From an optimization exercise on the open Yosys and OpenROAD flow, aimed at small area, a short achievable clock period and few clock cycles per item; shortcuts taken in it are not production practice.
Function was checked by simulation only, so behaviour that the tests miss may differ from the original.
Power figures rest on the tool's default switching activity, not on a simulated workload.

Setup of job 1953:
## keyed_rate_throttle_table_top
module keyed_rate_throttle_table_top #(
  parameter int unsigned SLOTS    = krtt_pkg::SlotsDefault,
  parameter int unsigned KEY_BITS = krtt_pkg::KeyBitsDefault
) (
  input  logic                                 clk_i,
  input  logic                                 rst_ni,
  input  logic                                 start,
  output logic                                 busy,
  input  logic [krtt_pkg::StreamKeyBits-1:0]   stream_key_i,
  input  logic [krtt_pkg::TimeBits-1:0]        time_ms_i,
  output logic                                 done_o,
  output logic                                 allow_o,
  output logic                                 untracked_o,
  input  logic                                 cfg_valid_i,
  output logic                                 cfg_ready_o,
  input  logic [krtt_pkg::PeriodBits-1:0]      cfg_data_i
);
  localparam int unsigned TB = krtt_pkg::TimeBits;
  localparam int unsigned PB = krtt_pkg::PeriodBits;
  function automatic logic time_ok(input logic [TB-1:0] x, input logic [TB-1:0] y,
                                   input logic [PB-1:0] a);
    logic [TB-1:0] s, k;
    logic [63:0]   g, t;
    for (int i = 0; i < TB; i++) begin
      if (i < PB) begin
        s[i] = a[i] ^ ~y[i];
        k[i] = a[i] ? ~y[i] : x[i];
      end else begin
        s[i] = x[i] ^ y[i];
        k[i] = x[i] | ~y[i];
      end
    end
    g[0] = 1'b1;
    t[0] = 1'b0;
    for (int i = 1; i < 64; i++) begin
      g[i] = (i < TB ? s[i] : 1'b0) & k[i-1];
      t[i] = (i < TB ? s[i] : 1'b0) | k[i-1];
    end
    for (int w = 1; w < 64; w = w * 2) begin
      for (int i = 2 * w - 1; i < 64; i = i + 2 * w) begin
        g[i] = g[i] | (t[i] & g[i-w]);
        t[i] = t[i] & t[i-w];
      end
    end
    time_ok = g[63];
  endfunction
  logic [PB-1:0]       period_q;
  logic                r_valid_q;
  ...
Settings: LEC_CHECK=0, ABC_CLOCK_PERIOD_IN_PS=3000, CAP_MARGIN=20, CORE_MARGIN=2, CORE_UTILIZATION=70, CTS_CLUSTER_DIAMETER=60, CTS_CLUSTER_SIZE=20, SETUP_SLACK_MARGIN=5, SLEW_MARGIN=20; clock period 8.4 ns.
standard.sh (not shown) runs the stock make flow with config.mk's settings and CLKGATE_MAP_FILE= SYNTH_SCRIPT=/design/flow/synth_recipe.tcl, a recipe that flattens the netlist after the stock synthesis.
==> flow/flow/run.sh <==
#!/bin/bash
set -uo pipefail
bash standard.sh "BUFFER_PORTS_ARGS=-buffer_cell sky130_fd_sc_hd__buf_1" finish > standard_flow.log 2>&1
status=$?
# keep each ORFS step's own log in this folder too
if [[ -d orfs/logs ]]; then
  cp -r orfs/logs step_logs 2>/dev/null || true
fi
exit $status
Testbench counts of job 1953, summed over its fixed seeds: cycles 24,016, items 24,000.
Input changes introduced in job 8575 (baseline for comparison: job 1953):
Settings: swapping 70 for 50 in CORE_UTILIZATION; swapping 20 for 25 in CTS_CLUSTER_SIZE; swapping 60 for 75 in CTS_CLUSTER_DIAMETER.
==> flow/flow/run.sh <==
#!/bin/bash
set -uo pipefail
bash standard.sh SETUP_SLACK_MARGIN=5.6 "BUFFER_PORTS_ARGS=-buffer_cell sky130_fd_sc_hd__buf_1" finish > standard_flow.log 2>&1
status=$?
# keep each ORFS step's own log in this folder too
if [[ -d orfs/logs ]]; then
  cp -r orfs/logs step_logs 2>/dev/null || true
fi
exit $status
==> notes.md <==
Layout cell share with drive strength beyond 1 in job 8575 vs job 1953: up 9.6 points
Lower quantity of gates resized following cts was reported by job 1953, not job 8575.
Higher total power divided by cell area goes to job 1953 over job 8575.
Run comparison: job 8575 launch point of the worst path b_time_q[54]; job 1953 launch point of the worst path r_key_q[28]
diff inputs: job 8575 => job 6560
Settings: a change of CORE_UTILIZATION from 50 to 70.
==> flow/run.sh (new file) <==
#!/bin/bash
# synth_recipe.tcl (not shown) runs the flow's synth.tcl, then flattens the netlist and writes it again
# the make line also repeats each setting of config.mk as NAME=value (left out here)
make -C /OpenROAD-flow-scripts/flow DESIGN_CONFIG=/design/flow/config.mk WORK_HOME=/design/flow/orfs CLKGATE_MAP_FILE= SYNTH_SCRIPT=/design/flow/synth_recipe.tcl finish
removed: flow/flow/run.sh
removed: flow/standard.sh
==> comparison <==
Every run (job 6560 and job 8575) finished clean. As far as number of flip-flops and latches goes, job 8575 and job 6560 are indistinguishable; the numbers are identical. The final-stage net count in job 6560 is 0.943 times that in job 8575. Across both runs, final weighted congestion in routability-driven placement was higher for job 6560 than for job 8575. Job 6560 vs. job 8575: part of the total power dissipated in the clock network now sits lower, via count normalized by instance count now sits higher, required time reported for the critical path endpoint now sits lower, post-layout instance area now sits lower, synthesized cell count now sits at about the same level. Minimum period implied by the final worst setup slack: job 6560 > job 8575. Cmp job 6560 and job 8575 / area of the die / higher: job 8575.
[inputs] job 170 vs job 6560
Settings: CTS_CLUSTER_SIZE now 20, was 25; CTS_CLUSTER_DIAMETER now 60, was 75; CORE_UTILIZATION now 60, was 70.
==> flow/flow/run.sh (new file) <==
#!/bin/bash
set -uo pipefail
bash standard.sh SETUP_SLACK_MARGIN=5.2 "BUFFER_PORTS_ARGS=-buffer_cell sky130_fd_sc_hd__buf_1" finish > standard_flow.log 2>&1
status=$?
# keep each ORFS step's own log in this folder too
if [[ -d orfs/logs ]]; then
  cp -r orfs/logs step_logs 2>/dev/null || true
fi
exit $status
==> flow/standard.sh (new file) <==
#!/bin/bash
# synth_recipe.tcl (not shown) runs the flow's synth.tcl, then flattens the netlist and writes it again
# the make line also repeats each setting of config.mk as NAME=value (left out here)
make -C /OpenROAD-flow-scripts/flow DESIGN_CONFIG=/design/flow/config.mk WORK_HOME=/design/flow/orfs CLKGATE_MAP_FILE= SYNTH_SCRIPT=/design/flow/synth_recipe.tcl "${@:-finish}"
removed: flow/run.sh
Findings:
Job 170 reached the final stage; the timing, DRC and antenna checks on its layout passed.
Sort job 170 and job 6560 by clock network fraction of total power desc -> top: job 170
Job 170 vs job 6560, top metal layer carrying routed signals: met5 vs met4
The run showing the smaller number of buffers added by the clock tree synthesis step is job 6560.
Job 170 vs. job 6560: slack of the critical path now larger; static leakage power now larger.
Sum of routed wire length over all layers: job 170 and job 6560 compared, lower one is job 6560
Worst-path maximum fanout delta for job 170 relative to job 6560: 42 lower
Job 6560 and job 170 ended up with roughly the same via count.
Relative to job 6560, filler cell count in the final layout has increased by 1773 in job 170.

The RTL this note starts from:
==> flow/design.v <==
package krtt_pkg;
  localparam int unsigned SlotsDefault   = 8;
  localparam int unsigned KeyBitsDefault = 64;
  localparam int unsigned StreamKeyBits = 64;
  localparam int unsigned TimeBits      = 63;
  localparam int unsigned PeriodBits    = 16;
  localparam logic [PeriodBits-1:0] PeriodReset = 16'd15;
  typedef struct packed {
    logic allow;
    logic untracked;
  } verdict_t;
endpackage
module krtt_table #(
  parameter int unsigned SLOTS    = krtt_pkg::SlotsDefault,
  parameter int unsigned KEY_BITS = krtt_pkg::KeyBitsDefault
) (
  input  logic                              clk_i,
  input  logic                              rst_ni,
  input  logic                              req_valid_i,
  input  logic [KEY_BITS-1:0]               req_key_i,
  output logic                              key_zero_o,
  output logic                              hit_o,
  output logic                              full_o,
  output logic [SLOTS-1:0]                  hit_vec_o,
  output logic [SLOTS-1:0]                  slot_o
);
  logic [SLOTS-1:0]    slot_valid_q;
  logic [KEY_BITS-1:0] slot_key_q [SLOTS];
  logic [SLOTS-1:0] hit_vec;
  logic [SLOTS-1:0] empty_first;
  logic             ins;
  always_comb begin
    for (int i = 0; i < SLOTS; i++) begin
      hit_vec[i]     = slot_valid_q[i] && (slot_key_q[i] == req_key_i);
      empty_first[i] = !slot_valid_q[i] && (i == 0 || slot_valid_q[(i == 0) ? 0 : i-1]);
    end
  end
  assign key_zero_o = (req_key_i == '0);
  assign hit_o      = |hit_vec;
  assign hit_vec_o  = hit_vec;
  assign full_o     = slot_valid_q[SLOTS-1];
  assign slot_o     = hit_o ? hit_vec : empty_first;
  assign ins        = req_valid_i && !key_zero_o && !hit_o && !full_o;
  always_ff @(posedge clk_i or negedge rst_ni) begin
    if (!rst_ni) begin
      slot_valid_q <= '0;
    end else if (ins) begin
      slot_valid_q <= slot_valid_q | empty_first;
    end
  end
  always_ff @(posedge clk_i) begin
    for (int i = 0; i < SLOTS; i++) begin
      if (!slot_valid_q[i]) begin
        slot_key_q[i] <= req_key_i;
      end
    end
  end
endmodule
module keyed_rate_throttle_table_top #(
  parameter int unsigned SLOTS    = krtt_pkg::SlotsDefault,
  parameter int unsigned KEY_BITS = krtt_pkg::KeyBitsDefault
) (
  input  logic                                 clk_i,
  input  logic                                 rst_ni,
  input  logic                                 start,
  output logic                                 busy,
  input  logic [krtt_pkg::StreamKeyBits-1:0]   stream_key_i,
  input  logic [krtt_pkg::TimeBits-1:0]        time_ms_i,
  output logic                                 done_o,
  output logic                                 allow_o,
  output logic                                 untracked_o,
  input  logic                                 cfg_valid_i,
  output logic                                 cfg_ready_o,
  input  logic [krtt_pkg::PeriodBits-1:0]      cfg_data_i
);
  localparam int unsigned TB = krtt_pkg::TimeBits;
  localparam int unsigned PB = krtt_pkg::PeriodBits;
  function automatic logic time_ok(input logic [TB-1:0] x, input logic [TB-1:0] y,
                                   input logic [PB-1:0] a);
    logic [TB-1:0] s, k;
    logic [63:0]   g, t;
    for (int i = 0; i < TB; i++) begin
      if (i < PB) begin
        s[i] = a[i] ^ ~y[i];
        k[i] = a[i] ? ~y[i] : x[i];
      end else begin
        s[i] = x[i] ^ y[i];
        k[i] = x[i] | ~y[i];
      end
    end
    g[0] = 1'b1;
    t[0] = 1'b0;
    for (int i = 1; i < 64; i++) begin
      g[i] = (i < TB ? s[i] : 1'b0) & k[i-1];
      t[i] = (i < TB ? s[i] : 1'b0) | k[i-1];
    end
    for (int w = 1; w < 64; w = w * 2) begin
      for (int i = 2 * w - 1; i < 64; i = i + 2 * w) begin
        g[i] = g[i] | (t[i] & g[i-w]);
        t[i] = t[i] & t[i-w];
      end
    end
    time_ok = g[63];
  endfunction
  logic [PB-1:0]       period_q;
  logic                r_valid_q;
  logic [KEY_BITS-1:0] r_key_q;
  logic [TB-1:0]       r_time_q;
  logic                a_kz, a_hit, a_full;
  logic [SLOTS-1:0]    a_hit_vec, a_slot;
  logic [TB-1:0]       a_hit_time;
  logic                b_valid_q, b_hit_q, b_untr_q, b_trk_q, b_same_q, b_prev_ok_q;
  logic [SLOTS-1:0]    b_slot_q;
  logic [TB-1:0]       b_time_q, b_hit_time_q;
  logic [PB-1:0]       b_lo_q;
  logic [TB-1:0]       slot_time_q [SLOTS];
  logic                b_pass, b_allow, b_wr;
  logic                c_valid_q, c_allow_q, c_untr_q, c_wr_q;
  logic [SLOTS-1:0]    c_we_q;
  logic [TB-1:0]       c_time_q;
  assign busy        = 1'b0;
  assign cfg_ready_o = 1'b1;
  always_ff @(posedge clk_i or negedge rst_ni) begin
    if (!rst_ni) begin
      period_q  <= krtt_pkg::PeriodReset;
      r_valid_q <= 1'b0;
      b_valid_q <= 1'b0;
      c_valid_q <= 1'b0;
      c_wr_q    <= 1'b0;
      c_we_q    <= '0;
    end else begin
      if (cfg_valid_i && cfg_ready_o) begin
        period_q <= cfg_data_i;
      end
      r_valid_q <= start && !busy;
      b_valid_q <= r_valid_q;
      c_valid_q <= b_valid_q;
      c_wr_q    <= b_wr;
      c_we_q    <= b_wr ? b_slot_q : '0;
    end
  end
  always_ff @(posedge clk_i) begin
    r_key_q  <= stream_key_i[KEY_BITS-1:0];
    r_time_q <= time_ms_i;
  end
  krtt_table #(
    .SLOTS    (SLOTS),
    .KEY_BITS (KEY_BITS)
  ) u_table (
    .clk_i       (clk_i),
    .rst_ni      (rst_ni),
    .req_valid_i (r_valid_q),
    .req_key_i   (r_key_q),
    .key_zero_o  (a_kz),
    .hit_o       (a_hit),
    .full_o      (a_full),
    .hit_vec_o   (a_hit_vec),
    .slot_o      (a_slot)
  );
  always_comb begin
    a_hit_time = '0;
    for (int i = 0; i < SLOTS; i++) begin
      a_hit_time = a_hit_time | (slot_time_q[i] & {TB{a_hit_vec[i]}});
    end
    if (|(a_hit_vec & c_we_q)) begin
      a_hit_time = c_time_q;
    end
  end
  always_ff @(posedge clk_i) begin
    b_hit_q      <= !a_kz && a_hit;
    b_untr_q     <= a_kz || (!a_hit && a_full);
    b_trk_q      <= !a_kz && (a_hit || !a_full);
    b_same_q     <= b_valid_q && b_trk_q && |(a_hit_vec & b_slot_q);
    b_prev_ok_q  <= time_ok(r_time_q, b_time_q, r_time_q[PB-1:0] ^ ~period_q);
    b_lo_q       <= r_time_q[PB-1:0] ^ ~period_q;
    b_slot_q     <= a_slot;
    b_time_q     <= r_time_q;
    b_hit_time_q <= a_hit_time;
  end
  assign b_pass  = (b_same_q && c_wr_q) ? b_prev_ok_q
                                        : time_ok(b_time_q, b_hit_time_q, b_lo_q);
  assign b_allow = !b_hit_q || b_pass;
  assign b_wr    = b_valid_q && b_trk_q && b_allow;
  always_ff @(posedge clk_i) begin
    c_time_q <= b_time_q;
    for (int i = 0; i < SLOTS; i++) begin
      if (c_we_q[i]) begin
        slot_time_q[i] <= c_time_q;
      end
    end
  end
  always_ff @(posedge clk_i) begin
    c_allow_q <= b_allow;
    c_untr_q  <= b_untr_q;
  end
  assign done_o      = c_valid_q;
  assign allow_o     = c_allow_q;
  assign untracked_o = c_untr_q;
endmodule
Settings: LEC_CHECK=0, ABC_CLOCK_PERIOD_IN_PS=3000, CAP_MARGIN=20, CORE_MARGIN=2, CORE_UTILIZATION=40, SETUP_SLACK_MARGIN=5, SLEW_MARGIN=20; clock period 8.4 ns.
run.sh (not shown) runs the stock make flow with config.mk's settings and CLKGATE_MAP_FILE= SYNTH_SCRIPT=/design/flow/synth_recipe.tcl, a recipe that flattens the netlist after the stock synthesis.
Stock flow here: none of the scripts above is used.
The first run ran to the end with no violations.
Testbench counts at the start, summed over its fixed seeds: cycles 24,016, items 24,000.
Next try:
- CORE_UTILIZATION: 40 -> 70
- CTS_CLUSTER_DIAMETER: default -> 60
- CTS_CLUSTER_SIZE: default -> 20
Core utilization goes up by 32 points.
Critical path depth decreases by 1.
Flip-flop and latch count stays the same.
Via count went up by about 4%.
Cell count went down by about 15%.
Setup slack degrades by 0.14 ns.

-- static timing again, ports no longer ideal --
How much do the figures lean on ideal ports? The routed layouts below were timed once more, with nothing changed but the port constraints.
Step 1 sets driving cells, clkbuf_16 on the clock port and buf_2 on the other inputs (assumed; they add their load-dependent delay and slew).
Step 2, shift: input delay + t, output delay - t, t = (earliest + latest rising clock arrival at the registers) / 2. This alone moves slack from input paths to output paths.
Three values: ideal ports, drivers, drivers and shift; two values: the first two.
| run | t (ns) | setup WS [ns] | hold slack, ns | worst setup path after step 2 | clock arrival spread, ns |
|---|---|---|---|---|---|
| job 1953 | 0.714 | 4.932 / 4.932 / 4.932 | 0.347 / 0.347 / 0.347 | register to register | 0.035 / 0.035 |
| job 8575 | 0.736 | 5.177 / 5.177 / 5.177 | 0.338 / 0.338 / 0.338 | register to register | 0.027 / 0.027 |
| job 6560 | 0.711 | 5.025 / 4.975 / 5.025 | 0.340 / 0.340 / 0.340 | register to register | 0.039 / 0.040 |
| job 170 | 0.758 | 5.160 / 5.160 / 5.160 | 0.338 / 0.338 / 0.338 | register to register | 0.031 / 0.031 |
| the first run of note 2 | 0.855 | 4.972 / 4.972 / 4.972 | 0.343 / 0.343 / 0.343 | register to register | 0.048 / 0.049 |
| the second run of note 2 | 0.750 | 4.832 / 4.832 / 4.832 | 0.350 / 0.350 / 0.350 | register to register | 0.043 / 0.043 |
After both steps setup and hold are still met in every run listed.
